From an optimization exercise on the open Yosys and OpenROAD flow, aimed at small area; shortcuts taken in it are not production practice.
The RTL was checked by simulation tests, not by an equivalence proof against the original design.
Power is estimated from default activity; no workload was simulated.

==> flow/config.mk <==
export PLATFORM = sky130hd
export DESIGN_NAME = max7219_top
export DESIGN_NICKNAME = max7219_top
export VERILOG_FILES = /design/flow/design.v
export SDC_FILE = /design/flow/constraint.sdc
export NUM_CORES = 4
export LEC_CHECK = 0
export CAP_MARGIN = 35
export CORE_MARGIN = 2
export CORE_UTILIZATION = 40
export CTS_CLUSTER_DIAMETER = 100
export CTS_CLUSTER_SIZE = 25
export SLEW_MARGIN = 30
export SYNTH_HIERARCHICAL = 1
==> flow/constraint.sdc <==
create_clock -name core_clock -period 10.0 [get_ports {i_clk}]
set_input_delay 2.0000 -clock core_clock [delete_from_list [all_inputs] [get_ports {i_clk}]]
set_output_delay 2.0000 -clock core_clock [all_outputs]
set_load 0.01 [all_outputs]
==> flow/design.v <==
`timescale 1ns/1ns
`default_nettype none
package max7219_pkg;
   localparam int C_MATRIX_NB     = 8;
   localparam int C_HALF_PERIOD   = 4;
   localparam int C_LOAD_DURATION = 4;
   localparam logic [7:0] C_REG_DIGIT0     = 8'h01;
   localparam logic [7:0] C_REG_DECODE     = 8'h09;
   localparam logic [7:0] C_REG_INTENSITY  = 8'h0A;
   localparam logic [7:0] C_REG_SCAN_LIMIT = 8'h0B;
   localparam logic [7:0] C_REG_SHUTDOWN   = 8'h0C;
   localparam logic [7:0] C_REG_TEST       = 8'h0F;
   typedef struct packed {
      logic [7:0] addr;
      logic [7:0] data;
   } max7219_word_t;
   typedef struct packed {
      max7219_word_t word;
      logic          last;
   } frame_word_t;
endpackage
`default_nettype wire
`timescale 1ns/1ns
`default_nettype none
package ctrl_pkg;
   localparam int C_RAM_ADDR_W = 8;
   typedef logic [C_RAM_ADDR_W-1:0] ram_addr_t;
   typedef struct packed {
      logic       display_test;
      logic [7:0] decode_mode;
      logic [7:0] intensity;
      logic [7:0] scan_limit;
      logic [7:0] shutdown;
   } cfg_t;
   typedef struct packed {
      logic                       me;
      logic                       we;
      ram_addr_t                  addr;
      logic [15:0]                wdata;
   } ram_req_t;
   typedef struct packed {
      ram_addr_t start_ptr;
      ram_addr_t last_ptr;
      logic      loop;
   } play_cmd_t;
endpackage
`default_nettype wire
`timescale 1ns/1ns
`default_nettype none
module max7219_serializer (
   input  wire        i_clk,
   input  wire        i_rst,
   input  wire        i_cfg_pend,
   input  wire        i_play_pend,
   input  wire        i_last_word,
   input  wire        i_fetch_ok,
   input  wire        i_bit,
   output logic       o_src_play,
   output logic [3:0] o_bit_idx,
   output logic       o_word_end,
   output logic       o_frame_end,
   output logic       o_max7219_clk,
   output logic       o_max7219_data,
   output logic       o_max7219_load
);
   typedef enum logic [1:0] {S_IDLE, S_SHIFT, S_LOAD} state_t;
   state_t     state_q;
   logic [2:0] word_q;
   logic [3:0] bit_q;
   logic [2:0] cyc_q;
   logic       data_q;
   logic       shift;
   logic       bit_end;
   logic       frm_last;
   assign shift    = (state_q == S_SHIFT);
   assign bit_end  = (bit_q == 4'd15) & (cyc_q == 3'd7);
   assign frm_last = (word_q == 3'd7) | i_last_word;
   always_ff @(posedge i_clk) begin
      if (i_rst) begin
         state_q <= S_IDLE;
      end else begin
         case (state_q)
            S_IDLE: begin
               if (i_cfg_pend | i_play_pend) begin
                  state_q <= S_SHIFT;
               end
            end
            S_SHIFT: begin
               if (bit_end & frm_last) begin
                  state_q <= S_LOAD;
               end
            end
            default: begin
               if (cyc_q[1:0] == 2'd3) begin
                  state_q <= S_IDLE;
               end
            end
         endcase
      end
   end
   always_ff @(posedge i_clk) begin
      if (state_q == S_IDLE) begin
         {word_q, bit_q, cyc_q} <= '0;
         o_src_play <= ~i_cfg_pend;
      end else begin
         {word_q, bit_q, cyc_q} <= {word_q, bit_q, cyc_q} + 10'd1;
      end
   end
   always_ff @(posedge i_clk) begin
      if (shift & ~cyc_q[2] & ~(cyc_q[1] & cyc_q[0]) & i_fetch_ok) begin
         data_q <= i_bit;
      end
   end
   assign o_bit_idx      = ~bit_q;
   assign o_frame_end    = (state_q == S_LOAD) & (cyc_q[1:0] == 2'd3);
   assign o_word_end     = (shift & bit_end & ~frm_last) | o_frame_end;
   assign o_max7219_clk  = shift & cyc_q[2];
   assign o_max7219_data = data_q;
   assign o_max7219_load = (state_q == S_LOAD);
endmodule
`default_nettype wire
`timescale 1ns/1ns
`default_nettype none
module ram_wsel (
   input  wire  i_clr_h,
   input  wire  i_clr_l,
   input  wire  i_set_h,
   input  wire  i_set_l,
   output logic o_keep,
   output logic o_set
);
   assign o_keep = ~(i_clr_h & i_clr_l);
   assign o_set  = i_set_h & i_set_l;
endmodule
module ram_word (
   input  wire        i_clk,
   input  wire        i_clr_h,
   input  wire        i_clr_l,
   input  wire        i_set_h,
   input  wire        i_set_l,
   input  wire [15:0] i_data,
   output logic [15:0] o_q
);
   logic keep;
   logic set;
   ram_wsel u_wsel (
      .i_clr_h (i_clr_h),
      .i_clr_l (i_clr_l),
      .i_set_h (i_set_h),
      .i_set_l (i_set_l),
      .o_keep  (keep),
      .o_set   (set)
   );
   always_ff @(posedge i_clk) begin
      o_q <= (o_q & {16{keep}}) | (i_data & {16{set}});
   end
endmodule
module ram_rsel (
   input  wire  i_h,
   input  wire  i_l,
   output logic o_sel
);
   assign o_sel = i_h & i_l;
endmodule
module ram_rd3 (
   input  wire [15:0] i_q0,
   input  wire [15:0] i_q1,
   input  wire [15:0] i_q2,
   input  wire [2:0]  i_sel,
   output logic [15:0] o_n
);
   assign o_n = ~((i_q0 & {16{i_sel[0]}}) | (i_q1 & {16{i_sel[1]}}) | (i_q2 & {16{i_sel[2]}}));
endmodule
module ram_group (
   input  wire        i_clk,
   input  wire        i_clr_h,
   input  wire [15:0] i_clr_l,
   input  wire        i_set_h,
   input  wire [15:0] i_set_l,
   input  wire [15:0] i_data,
   input  wire        i_rd_h,
   input  wire [15:0] i_rd_l,
   output logic [15:0] o_rd
);
   logic [15:0] q [0:15];
   logic [15:0] rd_sel;
   for (genvar j = 0; j < 16; j++) begin : g_rsel
      ram_rsel u_rsel (
         .i_h (i_rd_h),
         .i_l (i_rd_l[j]),
         .o_sel (rd_sel[j])
      );
   end
   for (genvar j = 0; j < 16; j++) begin : g_word
      ram_word u_word (
         .i_clk   (i_clk),
         .i_clr_h (i_clr_h),
         .i_clr_l (i_clr_l[j]),
         .i_set_h (i_set_h),
         .i_set_l (i_set_l[j]),
         .i_data  (i_data),
         .o_q     (q[j])
      );
   end
   logic [15:0] part_n [0:5];
   for (genvar p = 0; p < 5; p++) begin : g_part
      ram_rd3 u_rd3 (
         .i_q0  (q[3*p]),
         .i_q1  (q[3*p+1]),
         .i_q2  (q[3*p+2]),
         .i_sel (rd_sel[3*p+2:3*p]),
         .o_n   (part_n[p])
      );
   end
   assign part_n[5] = ~(q[15] & {16{rd_sel[15]}});
   always_comb begin
      o_rd = '0;
      for (int p = 0; p < 6; p++) begin
         o_rd |= ~part_n[p];
      end
   end
endmodule
module static_ram (
   input  wire                          i_clk,
   input  wire ctrl_pkg::ram_req_t      i_ram,
   output max7219_pkg::max7219_word_t   o_rdata,
   input  wire ctrl_pkg::ram_addr_t     i_rd_addr,
   output logic [15:0]                  o_rd_word
);
   logic                wr;
   logic                pend_q;
   ctrl_pkg::ram_addr_t pend_addr_q;
   logic [15:0]         pend_data_q;
   logic                set_en;
   ctrl_pkg::ram_addr_t rd_addr;
   logic [15:0]         clr_h, clr_l, set_h, set_l, rd_h, rd_l;
   logic [15:0]         grp_rd [0:15];
   logic [15:0]         rd_mem;
   assign wr = i_ram.me & i_ram.we;
   always_ff @(posedge i_clk) begin
      pend_q      <= wr;
      pend_addr_q <= i_ram.addr;
      pend_data_q <= i_ram.wdata;
   end
   assign set_en = pend_q & ~(wr & (i_ram.addr == pend_addr_q));
   assign rd_addr = i_ram.me ? i_ram.addr : i_rd_addr;
   always_comb begin
      for (int i = 0; i < 16; i++) begin
         clr_h[i] = wr & (i_ram.addr[7:4] == 4'(i));
         clr_l[i] = (i_ram.addr[3:0] == 4'(i));
         set_h[i] = set_en & (pend_addr_q[7:4] == 4'(i));
         set_l[i] = (pend_addr_q[3:0] == 4'(i));
         rd_h[i]  = (rd_addr[7:4] == 4'(i));
         rd_l[i]  = (rd_addr[3:0] == 4'(i));
      end
   end
   for (genvar i = 0; i < 16; i++) begin : g_group
      ram_group u_group (
         .i_clk   (i_clk),
         .i_clr_h (clr_h[i]),
         .i_clr_l (clr_l),
         .i_set_h (set_h[i]),
         .i_set_l (set_l),
         .i_data  (pend_data_q),
         .i_rd_h  (rd_h[i]),
         .i_rd_l  (rd_l),
         .o_rd    (grp_rd[i])
      );
   end
   always_comb begin
      rd_mem = '0;
      for (int i = 0; i < 16; i++) begin
         rd_mem |= grp_rd[i];
      end
   end
   assign o_rd_word = rd_mem | (pend_data_q & {16{pend_q & (rd_addr == pend_addr_q)}});
   always_ff @(posedge i_clk) begin
      if (i_ram.me & ~i_ram.we) begin
         o_rdata <= o_rd_word;
      end
   end
endmodule
`default_nettype wire
`timescale 1ns/1ns
`default_nettype none
module config_sequencer (
   input  wire                      i_clk,
   input  wire                      i_rst,
   input  wire ctrl_pkg::cfg_t      i_cfg,
   input  wire                      i_cfg_req,
   input  wire                      i_done,
   output logic                     o_pend,
   output logic                     o_cfg_ack,
   output logic [15:0]              o_word
);
   logic [2:0] idx_q;
   always_ff @(posedge i_clk) begin
      if (i_rst | ~i_cfg_req) begin
         idx_q <= '0;
      end else if (i_done) begin
         idx_q <= idx_q + 3'd1;
      end
   end
   always_comb begin
      case (idx_q)
         3'd0:    o_word = {max7219_pkg::C_REG_TEST, {7'd0, i_cfg.display_test}};
         3'd1:    o_word = {max7219_pkg::C_REG_DECODE, i_cfg.decode_mode};
         3'd2:    o_word = {max7219_pkg::C_REG_INTENSITY, i_cfg.intensity};
         3'd3:    o_word = {max7219_pkg::C_REG_SCAN_LIMIT, i_cfg.scan_limit};
         default: o_word = {max7219_pkg::C_REG_SHUTDOWN, i_cfg.shutdown};
      endcase
   end
   assign o_cfg_ack = (idx_q == 3'd5);
   assign o_pend    = i_cfg_req & ~o_cfg_ack;
endmodule
`default_nettype wire
`timescale 1ns/1ns
`default_nettype none
module static_player (
   input  wire                        i_clk,
   input  wire                        i_rst,
   input  wire ctrl_pkg::play_cmd_t   i_play,
   input  wire                        i_play_en,
   input  wire                        i_word_end,
   input  wire                        i_frame_end,
   output logic                       o_busy,
   output ctrl_pkg::ram_addr_t        o_ptr,
   output logic                       o_at_last
);
   logic en_q;
   logic stop;
   assign o_at_last = (o_ptr == i_play.last_ptr);
   assign stop      = i_play.loop ? ~i_play_en : o_at_last;
   always_ff @(posedge i_clk) begin
      en_q <= i_play_en;
      if (i_rst) begin
         o_busy <= 1'b0;
      end else if (~o_busy) begin
         if (i_play_en & ~en_q) begin
            o_busy <= 1'b1;
         end
      end else if (i_frame_end & stop) begin
         o_busy <= 1'b0;
      end
   end
   always_ff @(posedge i_clk) begin
      if (~o_busy) begin
         o_ptr <= i_play.start_ptr;
      end else if (i_word_end) begin
         o_ptr <= o_at_last ? i_play.start_ptr : o_ptr + ctrl_pkg::ram_addr_t'(1);
      end
   end
endmodule
`default_nettype wire
`timescale 1ns/1ns
`default_nettype none
module max7219_display_controller (
   input  wire                        i_clk,
   input  wire                        i_rst,
   input  wire ctrl_pkg::cfg_t        i_cfg,
   input  wire                        i_cfg_req,
   output logic                       o_cfg_ack,
   input  wire ctrl_pkg::ram_req_t    i_ram,
   output max7219_pkg::max7219_word_t o_rdata,
   input  wire ctrl_pkg::play_cmd_t   i_play,
   input  wire                        i_play_en,
   output logic                       o_busy,
   output logic                       o_max7219_clk,
   output logic                       o_max7219_data,
   output logic                       o_max7219_load
);
   ctrl_pkg::ram_addr_t ptr_q;
   logic [15:0]         rd_word;
   logic [15:0]         cfg_word;
   logic [2:0]          cfg_idx_q;
   logic                src_play_q;
   logic [3:0]          bit_idx;
   logic                ser_bit;
   logic                fetch_ok;
   logic                word_end;
   logic                frame_end;
   logic                last_word;
   logic                at_last;
   logic                cfg_pend;
   logic                busy_q;
   static_ram static_ram_inst (
      .i_clk     (i_clk),
      .i_ram     (i_ram),
      .o_rdata   (o_rdata),
      .i_rd_addr (ptr_q),
      .o_rd_word (rd_word)
   );
   config_sequencer config_sequencer_inst (
      .i_clk     (i_clk),
      .i_rst     (i_rst),
      .i_cfg     (i_cfg),
      .i_cfg_req (i_cfg_req),
      .i_done    (frame_end & ~src_play_q),
      .o_pend    (cfg_pend),
      .o_cfg_ack (o_cfg_ack),
      .o_word    (cfg_word)
   );
   static_player static_player_inst (
      .i_clk      (i_clk),
      .i_rst      (i_rst),
      .i_play     (i_play),
      .i_play_en  (i_play_en),
      .i_word_end (word_end & src_play_q),
      .i_frame_end(frame_end & src_play_q),
      .o_busy     (busy_q),
      .o_ptr      (ptr_q),
      .o_at_last  (at_last)
   );
   assign last_word = src_play_q ? at_last : 1'b0;
   assign ser_bit   = src_play_q ? rd_word[bit_idx] : cfg_word[bit_idx];
   assign fetch_ok  = ~src_play_q | ~i_ram.me;
   max7219_serializer max7219_serializer_inst (
      .i_clk       (i_clk),
      .i_rst       (i_rst),
      .i_cfg_pend  (cfg_pend),
      .i_play_pend (busy_q),
      .i_last_word (last_word),
      .i_fetch_ok  (fetch_ok),
      .i_bit       (ser_bit),
      .o_src_play  (src_play_q),
      .o_bit_idx   (bit_idx),
      .o_word_end  (word_end),
      .o_frame_end (frame_end),
      .o_max7219_clk  (o_max7219_clk),
      .o_max7219_data (o_max7219_data),
      .o_max7219_load (o_max7219_load)
   );
   assign o_busy = busy_q;
endmodule
`default_nettype wire
`timescale 1ns/1ns
`default_nettype none
module max7219_top (
   input  wire        i_clk,
   input  wire        i_rst,
   input  wire [32:0] i_cfg,
   input  wire        i_cfg_req,
   output wire        o_cfg_ack,
   input  wire        i_ram_me,
   input  wire        i_ram_we,
   input  wire [7:0]  i_ram_addr,
   input  wire [15:0] i_ram_wdata,
   output wire [15:0] o_rdata,
   input  wire [7:0]  i_play_start,
   input  wire [7:0]  i_play_last,
   input  wire        i_play_loop,
   input  wire        i_play_en,
   output wire        o_busy,
   output wire        o_max7219_clk,
   output wire        o_max7219_data,
   output wire        o_max7219_load
);
   max7219_display_controller u_ctrl (
      .i_clk          (i_clk),
      .i_rst          (i_rst),
      .i_cfg          (i_cfg),
      .i_cfg_req      (i_cfg_req),
      .o_cfg_ack      (o_cfg_ack),
      .i_ram          ({i_ram_me, i_ram_we, i_ram_addr, i_ram_wdata}),
      .o_rdata        (o_rdata),
      .i_play         ({i_play_start, i_play_last, i_play_loop}),
      .i_play_en      (i_play_en),
      .o_busy         (o_busy),
      .o_max7219_clk  (o_max7219_clk),
      .o_max7219_data (o_max7219_data),
      .o_max7219_load (o_max7219_load)
   );
endmodule
`default_nettype wire
==> flow/run.sh <==
#!/bin/bash
# synth_recipe.tcl (not shown) runs the flow's synth.tcl, then flattens the netlist and writes it again
# the make line also repeats each setting of config.mk as NAME=value (left out here)
make -C /OpenROAD-flow-scripts/flow DESIGN_CONFIG=/design/flow/config.mk WORK_HOME=/design/flow/orfs CLKGATE_MAP_FILE= SYNTH_SCRIPT=/design/flow/synth_recipe.tcl finish
==> flow_summary.toml, run 1 <==
[final_layout]
fin_nets = 12200
seq_area_um2 = 83700
post-route-util_pct = 40.4
fin_area_um2 = 160000
final_common_cell = "dfxtp_1"
multi_input_area_um2 = 60900
syn2layout_area_growth_pct = 0.857
final_cell_mix = "4122 x dfxtp_1, 4103 x a22o_1, 1281 x a222oi_1, 516 x and2_1, 461 x nand2_1"
fill_cells = 37300
drive_above_1_share_pct = 5.57

[grt]
grt_pass1_wl_um = 830000
antenna_found_initial = 85
grt_max_degree = 131
grt_pass1_vias = 110000
grt_usage_pct = 27.7
grt.overflow.total = 0

[floorplan]
die_y_um = 633
rows = 231
die_area_um2 = 401000
design.core.area_um2 = 395000
num_io_pins = 101
die_width_um = 633
initial_core_util_pct = 40.1

[worst_hold_path]
min_path_type = "register to register"

[placed_design]
place_hpwl_um = 368000
io_buffers = 100
placed_area_um2 = 154000
finalWeightedCongestion = 0.940

[route]
drt_iter0_drc = 21800
wl_per_cell_um = 33.6
via_per_inst = 6.90
drc = 0
first_pass_iters = 14
wirelength_um = 588000
num_vias = 121000
ant_nets = 0

[sta]
slew_headroom_pct = 15.1
skew_ps = 72.4
grt_setup_unrepaired = "no"
fin_crit_sh_pct = 80.2
fmax_ghz = 0.125
hold_violations = 0
setup_tns_ps = 0
tightest_slew_ps = 1270
maxSlewViolCount = 0
finalSetupViolations = 0
finalCriticalPeriod_ps = 8020

[critical_path]
cp-start-kind = "input pin"
worstSetupEndpointType = "register"
critPathMaxFanout = 16
crit_required_ps = 10730
arrival_ps = 8750
slowest_stage = "clkdlybuf4s50_1"
crit_type = "input pin to register"
max_stage_delay_ps = 1050
cpMostUsedCell = "buf_4"
crit_chain = "clkdlybuf4s50_1, clkinv_1, nand2_1, o22a_1, nor2_4, buf_4, and2_1, a222oi_1, and3_1, nand4_1, nor4_1, buf_4, and4_1, o31ai_2, mux2i_1, a22oi_1, a311o_1"

[clock_network]
clockRootBuffer = "clkbuf_16"
cts_tree = "yes"
ctsResizeCount = 0
h-tree-depth = 4
cts_buffers = 191
clock_path_buffers = 4
path_clk_slew_ps = 110
post_cts.repair.setup_buffers = 0
cts_hold_buf = 0
clock_sinks = 4164
clock_latency_ps = 970

[pwr]
p_leak_nw = 57.0
clockPowerShare_pct = 32.4
p_int_mw = 21.2
pwr-share-comb_pct = 5.2
p_switching_mw = 6.75
p_per_area_nw_per_um2 = 175
power.share.switching_pct = 24.2
ir_drop_mv = 0.168
pwr-share-seq_pct = 62.4

[synthesis]
ys_ff_latch = 4164
synth-seq-area-share_pct = 52.8
avgSynthCellArea_um2 = 12.3
synth_edf_count = 26
yosysUniqueCellTypes = 65
synthFlopType = "dfxtp_1"
postSynth.asyncResetShare_pct = 0
yosys_warnings = 16
netlist_instances = 12900
synth_area_um2 = 158000

[flow_run]
drv_cap = 0

[run_status]
status = "complete, no violations"
[cell type report]
class / count / area share, %
sequential: 4164 / 52.4
multi-input combinational: 7373 / 38.1
tap: 5242 / 4.10
clock buffer: 207 / 3.08
timing repair buffer: 338 / 1.95
antenna: 126 / 0.197
clock inverter: 11 / 0.117
inverter: 33 / 0.0775
[per-module statistics from Yosys (local to each module, per instance), a selection]
module | flip-flops and latches | times used
ram_group | 0 | 16
ram_rd3 | 0 | 80
max7219_serializer | 14 | 1
config_sequencer | 3 | 1
ram_word | 16 | 256
static_ram | 41 | 1
max7219_display_controller | 0 | 1
[routing by layer]
| metal | up-vias | GRT usage [%] | share of wire, % |
|---|---|---|---|
| li1 | 50900 | - | - |
| met1 | 60600 | 37.9 | 41 |
| met2 | 7859 | 40.1 | 42 |
| met3 | 1299 | 6.42 | 11 |
| met4 | 42 | 15.1 | 5.6 |
| met5 | - | 0 | 0.046 |
[cell usage after synthesis, types with 18 or more instances]
master | n | area [µm²]
and2_1 | 516 | 3230
edfxtp_1 | 26 | 781
buf_6 | 1204 | 13600
and3_1 | 257 | 1610
mux2i_1 | 26 | 260
nand2_2 | 80 | 500
a222oi_1 | 1281 | 12800
dfxtp_1 | 4138 | 82800
nor4_1 | 67 | 419
a22o_1 | 4103 | 35900
xnor2_1 | 23 | 201
nand4_1 | 260 | 1630
nor3_1 | 18 | 90.1
nor2_1 | 101 | 379
nand2_1 | 461 | 1730
buf_2 | 83 | 415
inv_1 | 32 | 120
[kinds of logic after synthesis]
family	Yosys count	share of synthesized area (%)
AO/OA/AOI/OAI	5451	31.1
XOR/XNOR	32	0.177
adder cells (fa/ha/maj)	8	0.0632
buffers and inverters	1354	9.17
flip-flops	4164	52.8
multiplexers	37	0.247
other	2	0.00474
AND/OR/NAND/NOR	1840	6.41
[per-stage QoR]
step	cells	hold slack, ps	setup WS, ps	total power, mW
finish	17500	458	1980	27.9
global route	17400	470	2030	28.6
CTS	17400	458	2340	27.9
detailed placement	17100	441	1330	19.2
global placement	17100	429	980	19.2
floorplan	12900	418	4140	18.5
[state kept, by name (all words and copies together), names as in the netlist]
name,count
u_ctrl.static_ram_inst.pend_addr_q,8
u_ctrl.max7219_serializer_inst.state_q,2
u_ctrl.max7219_serializer_inst.bit_q,4
u_ctrl.static_ram_inst.pend_q,1
u_ctrl.max7219_serializer_inst.data_q,1
u_ctrl.max7219_serializer_inst.word_q,3
u_ctrl.static_ram_inst.g_group.u_group.g_word.u_word.o_q,4096
u_ctrl.config_sequencer_inst.idx_q,3
u_ctrl.max7219_serializer_inst.cyc_q,3
u_ctrl.static_player_inst.o_busy,1
u_ctrl.static_player_inst.en_q,1
u_ctrl.static_ram_inst.pend_data_q,16
u_ctrl.max7219_serializer_inst.o_src_play,1
u_ctrl.static_ram_inst.o_rdata,16
u_ctrl.static_player_inst.o_ptr,8
[power by group through the flow]
stage | combinational, mW | clock (mW) | sequential (mW)
2_1_floorplan | 0.656 | 0 | 17.8
3_3_place_gp | 1.37 | 0 | 17.8
3_5_place_dp | 1.40 | 0 | 17.8
4_1_cts | 1.40 | 9.11 | 17.4
5_1_grt | 1.48 | 9.67 | 17.5
6_report | 1.45 | 9.04 | 17.4
[critical path: cells and delay by family]
kind	cells	cell delay, ps
multiplexers	1	190
AND/OR/NAND/NOR	7	2440
buffers and inverters	4	2200
AO/OA/AOI/OAI	5	1820
[path summary, 6_finish.rpt]
path / start / endpoint / slack (ps) / cells past startpoint
worst max-delay path: i_ram_me / u_ctrl.max7219_serializer_inst.data_q$_DFFE_PP_ / 1980 / 17
worst min-delay path: u_ctrl.max7219_serializer_inst.cyc_q[0]$_SDFF_PN0_ / u_ctrl.max7219_serializer_inst.cyc_q[0]$_SDFF_PN0_ / 460 / 1
worst max register to register: u_ctrl.static_player_inst.o_ptr[1]$_DFFE_PP_ / u_ctrl.max7219_serializer_inst.data_q$_DFFE_PP_ / 3690 / 16
worst min register to register: u_ctrl.max7219_serializer_inst.cyc_q[0]$_SDFF_PN0_ / u_ctrl.max7219_serializer_inst.cyc_q[0]$_SDFF_PN0_ / 460 / 1
==> inputs of run 2 (changes only) <==
--- a/flow/config.mk
+++ b/flow/config.mk
@@ -9,5 +9,6 @@
 export CORE_MARGIN = 2
-export CORE_UTILIZATION = 40
+export CORE_UTILIZATION = 55
 export CTS_CLUSTER_DIAMETER = 100
 export CTS_CLUSTER_SIZE = 25
+export PLACE_DENSITY = 0.7
 export SLEW_MARGIN = 30
==> run 2 against run 1 <==
- the layout now fails its checks (antenna violations)
- worst setup slack improved by 190 ps
- synthesized cell count did not move
- core utilization rose by 15 points
- clock skew barely moved
- die area fell by 27%
- non-clock buffer count fell by 9
- area after synthesis did not move
- sequential power barely moved
- combinational power barely moved
- clock power fell by 2%
- critical path depth rose by 2
- critical path type unchanged
==> flow_summary.toml, run 2 <==
[run_status]
status = "finished with violations"
violations = "antenna violations"

[critical_path]
crit_buf_inv = 5
cpMostUsedCell = "buf_4"
worstSetupEndpointType = "register"
max_stage_delay_ps = 820
worstSetupEndpoint = "u_ctrl.max7219_serializer_inst.data_q$_DFFE_PP_"
slowest_stage = "a31oi_1"
cp_num_cells = 19
cp-start-kind = "input pin"
crit_chain = "clkdlybuf4s50_1, buf_4, clkinv_1, a31oi_1, nor2_1, buf_4, and2_1, a222oi_1, and3_1, nand4_1, nor4_1, buf_4, and4_1, o31ai_1, mux2i_1, a22oi_1, nand4b_1, a21oi_1, a311o_1"
crit_required_ps = 10680
crit_type = "input pin to register"
r2r_end = "u_ctrl.max7219_serializer_inst.data_q$_DFFE_PP_"
r2r_slack_ps = 3390
reg2reg_depth = 17
critPathTopFamily = "simple AND/OR/NAND/NOR gates"
worstReg2RegStart = "u_ctrl.static_player_inst.o_ptr[0]$_DFFE_PP_"
crit_start = "i_ram_me"
arrival_ps = 8510
critPathMaxFanout = 17

[synthesis]
synthSimpleGateAreaFrac_pct = 6.41
synth_area_um2 = 158000
synth_top_area_cell = "dfxtp_1"
synth.area.mux_share_pct = 0.247
synth-xor-area-share_pct = 0.177
postSynth.asyncResetShare_pct = 0
ys_ff_latch = 4164
avgSynthCellArea_um2 = 12.3
synthFlopType = "dfxtp_1"
yosysUniqueCellTypes = 65
synth_common_cells = "4138 x dfxtp_1, 4103 x a22o_1, 1281 x a222oi_1"
synth_edf_count = 26
synth_fa_ha_area_share_pct = 0.0632
synth_top_family_by_area = "compound AO/OA/AOI/OAI gates"
synth_top_area_share_pct = 52.3
synth_area_leaders = "dfxtp_1 52%, a22o_1 23%, buf_6 8.6%, a222oi_1 8.1%, and2_1 2.0%"
yosys_warnings = 16
synth-seq-area-share_pct = 52.8
synth_compound_area_share_pct = 31.1
synth_most_common_cell = "dfxtp_1"
netlist_instances = 12900

[sta]
fin_crit_sh_pct = 78.3
grt_setup_unrepaired = "no"
hold_violations = 0
tightest_slew_ps = 1110
fmax_ghz = 0.128
finalCriticalPeriod_ps = 7830
skew_ps = 72.0
maxSlewViolCount = 0
finalSetupViolations = 0
slew_headroom_pct = 25.5
setup_tns_ps = 0

[placed_design]
io_buffers = 100
place_hpwl_um = 359000
finalWeightedCongestion = 1.02

[clock_network]
cts_buffers = 193
ctsResizeCount = 0
clockRootBuffer = "clkbuf_16"
clock_path_buffers = 4
cts_tree = "yes"
clock_latency_ps = 960
cts_hold_buf = 0
post_cts.repair.setup_buffers = 0
path_clk_slew_ps = 110
h-tree-depth = 4
clock_sinks = 4164

[final_layout]
syn2layout_area_growth_pct = -0.328
final_common_cell = "dfxtp_1"
final_cell_mix = "4122 x dfxtp_1, 4103 x a22o_1, 1281 x a222oi_1, 515 x and2_1, 461 x nand2_1"
largest_register_ffs = 4096
fill_cells = 23800
post-route-util_pct = 54.9
max_flop_register = "u_ctrl.static_ram_inst.g_group.u_group.g_word.u_word.o_q"
reg_top3 = "u_ctrl.static_ram_inst.g_group.u_group.g_word.u_word.o_q: 4096 flops, u_ctrl.static_ram_inst.o_rdata: 16 flops, u_ctrl.static_ram_inst.pend_data_q: 16 flops"
drive_above_1_share_pct = 5.37
fin_nets = 12200

[route]
wl_per_cell_um = 36.0
via_per_inst = 7.80
drc = 0
drt_iter0_drc = 25400
num_vias = 125000
first_pass_iters = 15
wirelength_um = 579000
ant_nets = 3

[pwr]
ir_drop_mv = 0.150
p_per_area_nw_per_um2 = 176
p_leak_nw = 56.9
power.total_mw = 27.8

[grt]
grt_usage_pct = 37.4
grt_max_degree = 140
grt_pass1_vias = 115000
busiest_layer = "met2"
grt_use_met2_pct = 52.7
grt_pass1_wl_um = 822000
use_met1_pct = 48.8
grt.overflow.total = 0
antenna_found_initial = 80
use_met3_pct = 10.5

[floorplan]
die_width_um = 541
die_area_um2 = 292000
design.core.area_um2 = 287000
initial_core_util_pct = 55.1
die_y_um = 541
rows = 197
num_io_pins = 101

[flow_run]
drv_cap = 0

[worst_hold_path]
min_path_type = "register to register"
## run 2: how the worst min path moves through the flow
| stage | slack (ps) | end | from | cells past startpoint |
|---|---|---|---|---|
| 2_1_floorplan | 420 | u_ctrl.max7219_serializer_inst.cyc_q[0]$_SDFF_PN0_ | u_ctrl.max7219_serializer_inst.cyc_q[0]$_SDFF_PN0_ | 1 |
| 3_3_place_gp | 430 | u_ctrl.max7219_serializer_inst.cyc_q[0]$_SDFF_PN0_ | u_ctrl.max7219_serializer_inst.cyc_q[0]$_SDFF_PN0_ | 1 |
| 3_5_place_dp | 460 | u_ctrl.max7219_serializer_inst.cyc_q[0]$_SDFF_PN0_ | u_ctrl.max7219_serializer_inst.cyc_q[0]$_SDFF_PN0_ | 1 |
| 4_1_cts | 470 | u_ctrl.max7219_serializer_inst.cyc_q[0]$_SDFF_PN0_ | u_ctrl.max7219_serializer_inst.cyc_q[0]$_SDFF_PN0_ | 1 |
| 5_1_grt | 500 | register | register | 1 |
| 6_report | 470 | u_ctrl.max7219_serializer_inst.cyc_q[0]$_SDFF_PN0_ | u_ctrl.max7219_serializer_inst.cyc_q[0]$_SDFF_PN0_ | 1 |
## run 2: stage by stage
step | hold slack (ps) | instance area (µm²) | std cells | setup slack [ps]
after floorplan | 418 | 158000 | 12900 | 4140
after global placement | 430 | 152000 | 15700 | 711
after detailed placement | 460 | 152000 | 15700 | 1080
after CTS | 475 | 157000 | 15900 | 2040
after global routing | 500 | 158000 | 15900 | 2370
final | 472 | 158000 | 16100 | 2170
## run 2: report_power, final
group          internal [mW]  switching, mW  leakage [nW]  total [mW]
Sequential              17.1          0.377          33.7        17.4
Combinational          0.540          0.919          20.7        1.46
Clock                   3.56           5.29          2.48        8.84
## run 2: area by class of cell
| class | count | area [µm²] | share of cell area [%] |
|---|---|---|---|
| flip-flops and latches | 4164 | 83700 | 53.0 |
| inverters | 33 | 124 | 0.0784 |
| well taps | 3781 | 4730 | 3.00 |
| clock inverters | 9 | 104 | 0.0658 |
| clock buffers | 205 | 4950 | 3.13 |
| multi-input cells | 7373 | 60800 | 38.5 |
| repair buffers | 329 | 3020 | 1.91 |
| diodes | 197 | 493 | 0.312 |
## run 2: metal layers
layer,part of all wire [%],routed length [µm],vias to the layer above
li1,-,-,50900
met2,42,242000,10100
met1,37,216000,62600
met3,13,75000,1865
met4,7.9,45800,32
met5,0.040,230,-
## run 2: kinds of logic after synthesis
group / count (synthesis)
other: 2
buffers and inverters: 1354
DFF: 4164
adders and majority gates: 8
and+or+nand+nor: 1840
muxes: 37
xor gates and xnor gates: 32
AOI/OAI and AO/OA: 5451
## run 2: per-module statistics from Yosys, one instance, submodules excluded, a selection
module                      cells inside  copies in the design
config_sequencer                      57                     1
max7219_display_controller            46                     1
max7219_serializer                    73                     1
ram_group                             50                    16
ram_rd3                               19                    80
ram_rsel                               1                   256
ram_word                              36                   256
ram_wsel                               2                   256
static_player                         54                     1
static_ram                           354                     1

[what the ideal ports hide]
The results above use ideal ports. As a check the final layouts listed here were re-extracted and re-timed, cells and wires unchanged. Step 1 sets driving cells, clkbuf_16 on the clock port and buf_2 on the other inputs (assumed; they add their load-dependent delay and slew). Step 2 moves the port delays by t, midway between the first and last clock arrival at a register: inputs arrive t later, outputs are due t later. That takes back most of the time a late clock gives input paths. Three values: no drivers, after step 1, after step 2; two values: the first two.
run	shift t [ns]	setup slack, ns	hold slack, ns	clock arrival spread, ns
run 1	1.046	1.983 / 2.070 / 1.024	0.458 / 0.458 / 0.458	0.077 / 0.077
run 2	1.015	2.175 / 2.219 / 1.204	0.472 / 0.472 / 0.472	0.086 / 0.086
The setup slack of run 2, which loses most, moves by +0.044 ns with the drivers and by -0.971 ns with both steps.
